Background: an optimization exercise with open tools, aiming at small area, a short achievable clock period and few clock cycles. Do not read the settings as production practice. Function was checked by simulation only, so behaviour that the tests miss may differ from the original. No activity file was given, so power comes from the tool's default toggle rates.

**flow/run.sh**
```bash
#!/bin/bash
# synth_recipe.tcl (not shown) runs the flow's synth.tcl, then flattens the netlist and writes it again
# the make line also repeats each setting of config.mk as NAME=value (left out here)
make -C /OpenROAD-flow-scripts/flow DESIGN_CONFIG=/design/flow/config.mk WORK_HOME=/design/flow/orfs CLKGATE_MAP_FILE= SYNTH_SCRIPT=/design/flow/synth_recipe.tcl finish
```
**flow/config.mk**
```make
export PLATFORM = sky130hd
export DESIGN_NAME = minimal_standard_lcg_stream
export DESIGN_NICKNAME = minimal_standard_lcg_stream
export VERILOG_FILES = /design/flow/design.v
export SDC_FILE = /design/flow/constraint.sdc
export NUM_CORES = 4
export LEC_CHECK = 0
export CAP_MARGIN = 20
export CORE_MARGIN = 2
export CORE_UTILIZATION = 40
export SLEW_MARGIN = 20
```
**flow/constraint.sdc**
```tcl
create_clock -name core_clock -period 8.0 [get_ports {clk}]
set_input_delay 1.6000 -clock core_clock [delete_from_list [all_inputs] [get_ports {clk}]]
set_output_delay 1.6000 -clock core_clock [all_outputs]
set_load 0.01 [all_outputs]
```
**flow/design.v**
```verilog
package mslcg_pkg;
	localparam int unsigned STATE_W    = 31;
	localparam int unsigned DIM_W      = 7;
	localparam int unsigned PATHS_W    = 16;
	localparam int unsigned CMD_W      = 2;
	localparam int unsigned JUMP_W     = PATHS_W + DIM_W;
	localparam int unsigned CFG_IDX_W  = 8;
	localparam int unsigned CFG_DATA_W = 31;
	localparam int unsigned CNT_W      = $clog2(STATE_W + 1);
	localparam int unsigned MAX_DIM_DEF = 64;
	localparam logic [STATE_W-1:0] LCG_MOD      = 31'h7FFF_FFFF;
	localparam logic [STATE_W-1:0] LCG_MUL      = 31'd16807;
	localparam int unsigned        LCG_MUL_BITS = 15;
	localparam logic [STATE_W-1:0] LCG_MUL_ALIGNED = LCG_MUL << (STATE_W - LCG_MUL_BITS);
	localparam logic [CNT_W-1:0]   MUL_CNT_STEP = CNT_W'(LCG_MUL_BITS);
	localparam logic [CNT_W-1:0]   MUL_CNT_FULL = CNT_W'(STATE_W);
	localparam logic [CMD_W-1:0] CMD_DRAW  = 2'd0;
	localparam logic [CMD_W-1:0] CMD_RESET = 2'd1;
	localparam logic [CMD_W-1:0] CMD_SKIP  = 2'd2;
	localparam logic [CFG_IDX_W-1:0] REG_SEED = 8'd0;
	localparam logic [CFG_IDX_W-1:0] REG_DIM  = 8'd1;
	typedef enum logic [2:0] {
		S_IDLE,
		S_STEP,
		S_EMIT,
		S_JCHK,
		S_JMUL,
		S_JSQR
	} state_t;
endpackage
module minimal_standard_lcg_stream #(
	parameter int unsigned MAX_DIM = mslcg_pkg::MAX_DIM_DEF
) (
	input  logic                              clk,
	input  logic                              arst_n,
	input  logic                              cfg_valid,
	output logic                              cfg_ready,
	input  logic [mslcg_pkg::CFG_IDX_W-1:0]   cfg_index,
	input  logic [mslcg_pkg::CFG_DATA_W-1:0]  cfg_data,
	input  logic                              req_valid,
	output logic                              req_ready,
	input  logic [mslcg_pkg::CMD_W-1:0]       req_cmd,
	input  logic [mslcg_pkg::PATHS_W-1:0]     req_skip_paths,
	output logic                              rsp_valid,
	input  logic                              rsp_ready,
	output logic [mslcg_pkg::STATE_W-1:0]     rsp_sample,
	output logic                              rsp_last
);
	localparam int unsigned STATE_W = mslcg_pkg::STATE_W;
	localparam int unsigned DIM_W   = mslcg_pkg::DIM_W;
	localparam int unsigned JUMP_W  = mslcg_pkg::JUMP_W;
	localparam int unsigned CNT_W   = mslcg_pkg::CNT_W;
	localparam int unsigned DCW = (MAX_DIM > 1) ? $clog2(MAX_DIM) : 1;
	mslcg_pkg::state_t state_q, state_d;
	logic [mslcg_pkg::STATE_W-1:0] seed_q;
	logic [mslcg_pkg::DIM_W-1:0]   dim_q;
	logic [mslcg_pkg::STATE_W-1:0] cur_q;
	logic [mslcg_pkg::STATE_W-1:0] base_q;
	logic [mslcg_pkg::JUMP_W-1:0]  jump_q;
	logic [DCW-1:0]                draw_cnt_q;
	logic [mslcg_pkg::STATE_W-1:0] mul_a_q, mul_b_q, mul_acc_q;
	logic [mslcg_pkg::CNT_W-1:0]   mul_cnt_q;
	logic                          out_valid_q;
	logic [mslcg_pkg::STATE_W-1:0] out_sample_q;
	logic                          out_last_q;
	logic                          req_fire, cfg_fire, mul_busy, emit_ok, is_last;
	logic [mslcg_pkg::DIM_W-1:0]   dim_eff;
	logic [mslcg_pkg::JUMP_W-1:0]  jump_len;
	logic [mslcg_pkg::STATE_W-1:0] mul_rot, mul_nxt;
	logic [mslcg_pkg::STATE_W:0]   mul_sum, mul_red;
	logic mul_load, mul_load_full, mul_a_base, cur_from_mul, base_from_mul, emit;
	logic skip_load, reseed;
	function automatic logic [mslcg_pkg::STATE_W-1:0] sanitize(
		input logic [mslcg_pkg::STATE_W-1:0] s
	);
		sanitize = (s == '0 || s == mslcg_pkg::LCG_MOD) ? STATE_W'(1) : s;
	endfunction
	assign cfg_ready = 1'b1;
	assign req_ready = (state_q == mslcg_pkg::S_IDLE);
	assign cfg_fire  = cfg_valid && cfg_ready;
	assign req_fire  = req_valid && req_ready;
	assign rsp_valid  = out_valid_q;
	assign rsp_sample = out_sample_q;
	assign rsp_last   = out_last_q;
	always_comb begin
		if (dim_q == '0) begin
			dim_eff = DIM_W'(1);
		end else if (dim_q > DIM_W'(MAX_DIM)) begin
			dim_eff = DIM_W'(MAX_DIM);
		end else begin
			dim_eff = dim_q;
		end
	end
	assign jump_len = JUMP_W'(req_skip_paths) * JUMP_W'(dim_eff);
	assign mul_busy = (mul_cnt_q != '0);
	assign emit_ok  = !out_valid_q || rsp_ready;
	assign is_last  = ((DIM_W'(draw_cnt_q) + DIM_W'(1)) == dim_eff);
	always_comb begin
		mul_rot = {mul_acc_q[mslcg_pkg::STATE_W-2:0], mul_acc_q[mslcg_pkg::STATE_W-1]};
		mul_sum = {1'b0, mul_rot} +
			(mul_b_q[mslcg_pkg::STATE_W-1] ? {1'b0, mul_a_q} : '0);
		mul_red = mul_sum - {1'b0, mslcg_pkg::LCG_MOD};
		mul_nxt = (mul_sum >= {1'b0, mslcg_pkg::LCG_MOD}) ?
			mul_red[mslcg_pkg::STATE_W-1:0] : mul_sum[mslcg_pkg::STATE_W-1:0];
	end
	always_comb begin
		state_d = state_q;
		case (state_q)
			mslcg_pkg::S_IDLE: begin
				if (req_fire) begin
					if (req_cmd == mslcg_pkg::CMD_DRAW) begin
						state_d = mslcg_pkg::S_STEP;
					end else if (req_cmd == mslcg_pkg::CMD_SKIP && jump_len != '0) begin
						state_d = mslcg_pkg::S_JCHK;
					end
				end
			end
			mslcg_pkg::S_STEP: begin
				if (!mul_busy) begin
					state_d = mslcg_pkg::S_EMIT;
				end
			end
			mslcg_pkg::S_EMIT: begin
				if (emit_ok) begin
					state_d = is_last ? mslcg_pkg::S_IDLE : mslcg_pkg::S_STEP;
				end
			end
			mslcg_pkg::S_JCHK: begin
				if (jump_q == '0) begin
					state_d = mslcg_pkg::S_IDLE;
				end else if (jump_q[0]) begin
					state_d = mslcg_pkg::S_JMUL;
				end else begin
					state_d = mslcg_pkg::S_JSQR;
				end
			end
			mslcg_pkg::S_JMUL: begin
				if (!mul_busy) begin
					state_d = mslcg_pkg::S_JSQR;
				end
			end
			mslcg_pkg::S_JSQR: begin
				if (!mul_busy) begin
					state_d = mslcg_pkg::S_JCHK;
				end
			end
			default: state_d = mslcg_pkg::S_IDLE;
		endcase
	end
	always_comb begin
		mul_load      = 1'b0;
		mul_load_full = 1'b0;
		mul_a_base    = 1'b0;
		cur_from_mul  = 1'b0;
		base_from_mul = 1'b0;
		emit          = 1'b0;
		skip_load     = 1'b0;
		reseed        = 1'b0;
		case (state_q)
			mslcg_pkg::S_IDLE: begin
				if (req_fire) begin
					case (req_cmd)
						mslcg_pkg::CMD_DRAW:  mul_load = 1'b1;
						mslcg_pkg::CMD_RESET: reseed = 1'b1;
						mslcg_pkg::CMD_SKIP:  skip_load = 1'b1;
						default: ;
					endcase
				end
			end
			mslcg_pkg::S_STEP: begin
				cur_from_mul = !mul_busy;
			end
			mslcg_pkg::S_EMIT: begin
				emit     = emit_ok;
				mul_load = emit_ok && !is_last;
			end
			mslcg_pkg::S_JCHK: begin
				mul_load      = (jump_q != '0);
				mul_load_full = 1'b1;
				mul_a_base    = !jump_q[0];
			end
			mslcg_pkg::S_JMUL: begin
				cur_from_mul  = !mul_busy;
				mul_load      = !mul_busy;
				mul_load_full = 1'b1;
				mul_a_base    = 1'b1;
			end
			mslcg_pkg::S_JSQR: begin
				base_from_mul = !mul_busy;
			end
			default: ;
		endcase
	end
	always_ff @(posedge clk or negedge arst_n) begin
		if (!arst_n) begin
			state_q     <= mslcg_pkg::S_IDLE;
			seed_q      <= STATE_W'(1);
			dim_q       <= DIM_W'(1);
			cur_q       <= STATE_W'(1);
			jump_q      <= '0;
			draw_cnt_q  <= '0;
			mul_cnt_q   <= '0;
			out_valid_q <= 1'b0;
		end else begin
			state_q <= state_d;
			if (cfg_fire && cfg_index == mslcg_pkg::REG_SEED) begin
				seed_q <= cfg_data;
				cur_q  <= sanitize(cfg_data);
			end else if (cfg_fire && cfg_index == mslcg_pkg::REG_DIM) begin
				dim_q <= cfg_data[mslcg_pkg::DIM_W-1:0];
				cur_q <= sanitize(seed_q);
			end else if (reseed) begin
				cur_q <= sanitize(seed_q);
			end else if (cur_from_mul) begin
				cur_q <= mul_acc_q;
			end
			if (skip_load) begin
				jump_q <= jump_len;
			end else if (base_from_mul) begin
				jump_q <= jump_q >> 1;
			end
			if (mul_load) begin
				mul_cnt_q <= mul_load_full ? mslcg_pkg::MUL_CNT_FULL : mslcg_pkg::MUL_CNT_STEP;
			end else if (mul_busy) begin
				mul_cnt_q <= mul_cnt_q - CNT_W'(1);
			end
			if (emit) begin
				draw_cnt_q <= is_last ? '0 : draw_cnt_q + DCW'(1);
			end
			if (emit) begin
				out_valid_q <= 1'b1;
			end else if (rsp_ready) begin
				out_valid_q <= 1'b0;
			end
		end
	end
	always_ff @(posedge clk) begin
		if (skip_load) begin
			base_q <= mslcg_pkg::LCG_MUL;
		end else if (base_from_mul) begin
			base_q <= mul_acc_q;
		end
		if (mul_load) begin
			mul_acc_q <= '0;
			mul_a_q   <= mul_a_base ? base_q : (cur_from_mul ? mul_acc_q : cur_q);
			mul_b_q   <= mul_load_full ? base_q : mslcg_pkg::LCG_MUL_ALIGNED;
		end else if (mul_busy) begin
			mul_acc_q <= mul_nxt;
			mul_b_q   <= mul_b_q << 1;
		end
		if (emit) begin
			out_sample_q <= cur_q;
			out_last_q   <= is_last;
		end
	end
endmodule
```
==> results.txt <==
==> area by class of cell <==
class / instances / area share (%)
Multi-Input combinational cell: 1458 / 51.4
Sequential cell: 263 / 33.4
Timing Repair Buffer: 121 / 5.66
Tap cell: 592 / 3.67
Clock buffer: 34 / 3.63
Inverter: 81 / 1.51
Clock inverter: 15 / 0.756
==> logic make-up (layout without fill, tap and decap cells) <==
kind of cell,count (synthesis),count (layout)
AO/OA/AOI/OAI,467,467
XOR/XNOR,70,70
adder cells (fa/ha/maj),145,145
buffers and inverters,183,251
flip-flops,263,263
multiplexers,82,82
other,1,1
AND/OR/NAND/NOR,693,693
==> cell usage after synthesis (12+ instances only) <==
master	number	area share [%]
sky130_fd_sc_hd__nand2_1	231	4.9
sky130_fd_sc_hd__a21oi_1	136	3.8
sky130_fd_sc_hd__nor2_1	133	2.8
sky130_fd_sc_hd__o21ai_0	133	3.7
sky130_fd_sc_hd__and2_1	116	4.1
sky130_fd_sc_hd__dfrtp_1	104	15
sky130_fd_sc_hd__edfxtp_1	94	16
sky130_fd_sc_hd__clkbuf_1	83	1.8
sky130_fd_sc_hd__inv_1	81	1.7
sky130_fd_sc_hd__ha_1	75	5.3
sky130_fd_sc_hd__fa_1	70	7.9
sky130_fd_sc_hd__dfxtp_1	62	7.0
sky130_fd_sc_hd__mux2i_1	46	2.6
sky130_fd_sc_hd__xnor2_1	41	2.0
sky130_fd_sc_hd__nor4_1	40	1.4
sky130_fd_sc_hd__nor3_1	39	1.1
sky130_fd_sc_hd__nand4_1	37	1.3
sky130_fd_sc_hd__mux2_2	36	2.3
sky130_fd_sc_hd__nand3_1	33	0.93
sky130_fd_sc_hd__a21o_1	29	1.2
sky130_fd_sc_hd__xor2_1	29	1.4
sky130_fd_sc_hd__a22o_1	23	1.1
sky130_fd_sc_hd__a22oi_1	17	0.72
sky130_fd_sc_hd__buf_2	15	0.42
sky130_fd_sc_hd__and3_1	12	0.42
==> registers in the layout (all words and copies together), names as in the netlist, 6 cells and up <==
signal and cells:
base_q 31, cur_q 31, mul_a_q 31, mul_acc_q 31, mul_b_q 31, out_sample_q 31, seed_q 31, jump_q 23
dim_q 7, draw_cnt_q 6
==> worst reg2reg max path: cells and delay by family, from the launching register on <==
kind	cells	cell delay, ps
compound gates	5	1450
flops	1	430
fa+ha+maj	5	2310
buf+inv	3	330
xor+xnor	1	180
simple gates	6	1720
==> report_power, final <==
group,total (mW),internal (mW),switching [mW]
Sequential,2.26,1.90,0.359
Combinational,3.26,1.28,1.98
Clock,1.28,0.744,0.535
Total,6.80,3.92,2.87
==> metal layers <==
metal / up-vias / track usage, %
met5: - / 0
met4: 0 / 8.47
met3: 92 / 1.70
met2: 388 / 36.9
met1: 7093 / 28.8
li1: 6883 / -
==> worst paths after layout <==
path	slack, ps	to	start
max in group asynchronous	5650	jump_q[14]	arst_n
min in group asynchronous	1090	cur_q[29]	arst_n
worst min register to register	450	out_sample_q[24]	cur_q[24]
worst max-delay path	1000	state_q[1]	req_skip_paths[1]
worst max register to register	1470	state_q[1]	dim_q[6]
worst min-delay path	450	out_sample_q[24]	cur_q[24]
==> metrics by stage <==
stage / instance area, um2 / cells
floorplan: 17800 / 1904
finish: 20200 / 2564
CTS: 20200 / 2564
detailed placement: 19300 / 2515
global route: 20200 / 2564
global placement: 19300 / 2515
==> results.txt <==
- The congestion estimate from routability-driven global placement came to ~0.88.
* Async set-reset flop share out of synthesis: between 40 and 50%
* Final cell utilization of the core: 45.9%
- Number of antenna violations at the first check in global routing: 0
- Buf+Inv Stages, Crit Path: 3
* Multiplexer share of the synthesized area: between 4 and 5%
- The largest single stage delay on the critical path is around 550 ps.
- Summing the areas of all compound-gate instances in the mapped netlist gives between 15 and 20% of the synthesized area.
* Power per Cell Area: about 340 nW/um2
- Setup repair after global routing left no endpoint under its margin.
- FILL cells: about 4.2k
- The tree is rooted in a sky130_fd_sc_hd__clkbuf_16.
- Cell with the largest stage delay on the worst path: sky130_fd_sc_hd__or4_1
* Resize count post-CTS: 0
* Wire length of the first global-routing pass: ~80000 um
- PnR Total Power: about 7 mW
* Antenna diodes: 0
* Most common cell after layout, fill and taps aside: sky130_fd_sc_hd__nand2_1
- Worst hold slack after final layout: ~450 ps
- Total detailed-routing wirelength: 49700 um
- Input and output buffers added on the ports amount to 95.
- The worst register-to-register path has a depth of 20.
- Max IR drop VDD: 0.157 mV
- Setup violations remaining at the end of the flow were counted as 0.
* Number of hold violations in the final report: 0
- At the pin with the least slew margin, the transition time is a little over 1000 ps.
* H-tree lvl count: 1
* Cell area after synthesis: between 15000 and 20000 um2
* Element type at the critical path end: flip-flop
- Of the synthesized area, sequential elements account for between 30% and 40%.
* Yosys warns: 1
- Crit Path Class: in -> reg
- Die ar.: 46100 um2
- Starting DRC count in detailed routing: 896
* Number of search-and-repair iterations in the first detailed-routing pass: 6
* Ports placed on the boundary: slightly below 100
- Number of pins with negative max-slew slack in the final report: 0
- Summing all multi-input logic gate instances after layout gives just over 10000 um2.
* WHS Path Cells: 0
- Mapped Avg Cell Area: 9.32 um2
* Top flip-flop cell by instance count after synthesis: sky130_fd_sc_hd__dfrtp_1
- Count of unresolved DRC violations after routing: 0
- Of the total synthesized cell area, the portion taken by AND, OR, NAND and NOR gates is between 10% and 20%.
- Clock tree synthesis found a total of around 260 sinks.
* Total routed wire length on the met1 layer: roughly 22000 um
- Clock skew on the completed layout was measured at 11.7 ps.
- For this configuration, the core starts out at a cell density of about two fifths.
- The clock period could shrink to approximately 7000 ps.
- Measured along the y axis, the die boundary spans ~210 um.
- CTS tree: built
* Peak fanout along the critical path: 7
- The via count of the first global-routing pass was around 15k.
- Post-CTS timing repair inserted 0 buffers for setup.
* Max Cap Viol: 0
- Outcome: timing/DRC/antenna clean
* Die W: 215 um
- Routed signal wires occupy layers up through met4.
- Total area of sequential cells: around 6700 um2
- Met2 Wirelength: approximately 24000 um
- Syn nets: approximately 2.1k
- In this run the tightest slew margin relative to its limit is a little under a third.
* Global route overflow: 0
- Traced cell by cell, the critical path runs through clkdlybuf4s50_1, and2_1, fa_1, fa_1, fa_1, inv_1, fa_1, inv_1, ha_1, o21ai_0, nand2b_1, a31oi_1, o221a_2, o221a_2, xor2_1, and3_1, nand4_1, or4_1, a221o_1.
- Gate count of the mapped netlist: ~1.9k
- Counting flops with a built-in enable in the synthesized netlist gives 94.
- Logic depth of the worst setup path including buffers: 19
- After clock tree synthesis, the clock-pin slew on the worst setup and hold paths is approximately 60 ps.
- Among the stages of the critical path, the cell type that occurs most often is sky130_fd_sc_hd__fa_1.
- The routed design uses roughly 1800 um of met3 wire.
- Of the cells placed in the final design, the portion with a size suffix greater than 1 is about 8%.
- Total routing resource utilization after global routing: 21.7%
- Fmax: about 140 MHz
- For this block, the via count after detailed routing is between 10k and 15k.
- In the final timing run, aggregate negative setup slack is 0 ps.
- Num CTS Buffers: 27
* Static leakage power: 8.47 nW
* Site row count: 77
* Data arrival time of the critical path: approximately 7400 ps
* Worst setup margin: 1000 ps
- Class of the worst hold path: reg -> reg
- Largest family of logic cells by synthesized area: simple AND/OR/NAND/NOR gates
* Clock insertion delay at the later pin of the skew report: about 540 ps
- In this design, the largest share of critical-path delay is due to adder cells.
- The synthesized netlist devotes around 3.5% of its cell area to XOR and XNOR gates.
- DP Worst Slack: roughly 440 ps
- Data on the critical path is required at its endpoint by roughly 8400 ps.
* Core region area: 44000 um2
* Hold bufs inserted after CTS: 0
- Max Root-Sink Buffers: 3
- Average via count per standard cell: ~5.6
- Relative to the synthesized area, the layout overhead comes to 13.7%.
- Dividing the final minimum period by the clock period gives approximately 87%.
- In the final design database the tool counted 2159 nets.
* Commonest cells after routing, fill and taps aside: sky130_fd_sc_hd__nand2_1 (230), sky130_fd_sc_hd__a21oi_1 (136), sky130_fd_sc_hd__o21ai_0 (133), sky130_fd_sc_hd__nor2_1 (130), sky130_fd_sc_hd__and2_1 (115)
- Counting flops and latches in the post-synthesis netlist gives around 260.
- HPWL after detailed placement: about 37000 um
- The worst setup path is launched from an input port.
- The synthesized netlist contains 88 unique library cells.
- The detail route stage leaves a number of antenna-violating nets equal to 0.
- Entering global routing, the biggest net connects 87 pins.
- Synthesized-area fraction occupied by adder cells: between 10% and 20%
- Dividing the detail-routed wire length by the instance count gives roughly 19 um.
Testbench counts, summed over its fixed seeds: cycles 158,222.

static timing again, ports no longer ideal:
The flow's constraints put no driver on any port. The routed layout listed below was extracted and timed again, unchanged, in two steps.
Step 1 (the two cells are an assumption about what drives the block):
set clk [get_ports {clk}]
set_driving_cell -lib_cell sky130_fd_sc_hd__clkbuf_16 $clk
set_driving_cell -lib_cell sky130_fd_sc_hd__buf_2 [delete_from_list [all_inputs] $clk]
Step 2 moves the port delays by t, midway between the first and last clock arrival at a register: inputs arrive t later, outputs are due t later. That takes back most of the time a late clock gives input paths.
a / b / c = ideal ports / drivers / drivers and shift; a / b = the first two.
shift t [ns]: 0.588
setup slack, ns: 1.001 / 1.033 / 0.445
hold slack, ns: 0.451 / 0.451 / 0.451
worst slew at a driven data input, ns: 0.04
pins driven straight from the clock port: 1
After both steps this run still meets setup and hold. For this run, drivers alone change the setup slack by +0.032 ns; drivers and shift together by -0.556 ns.
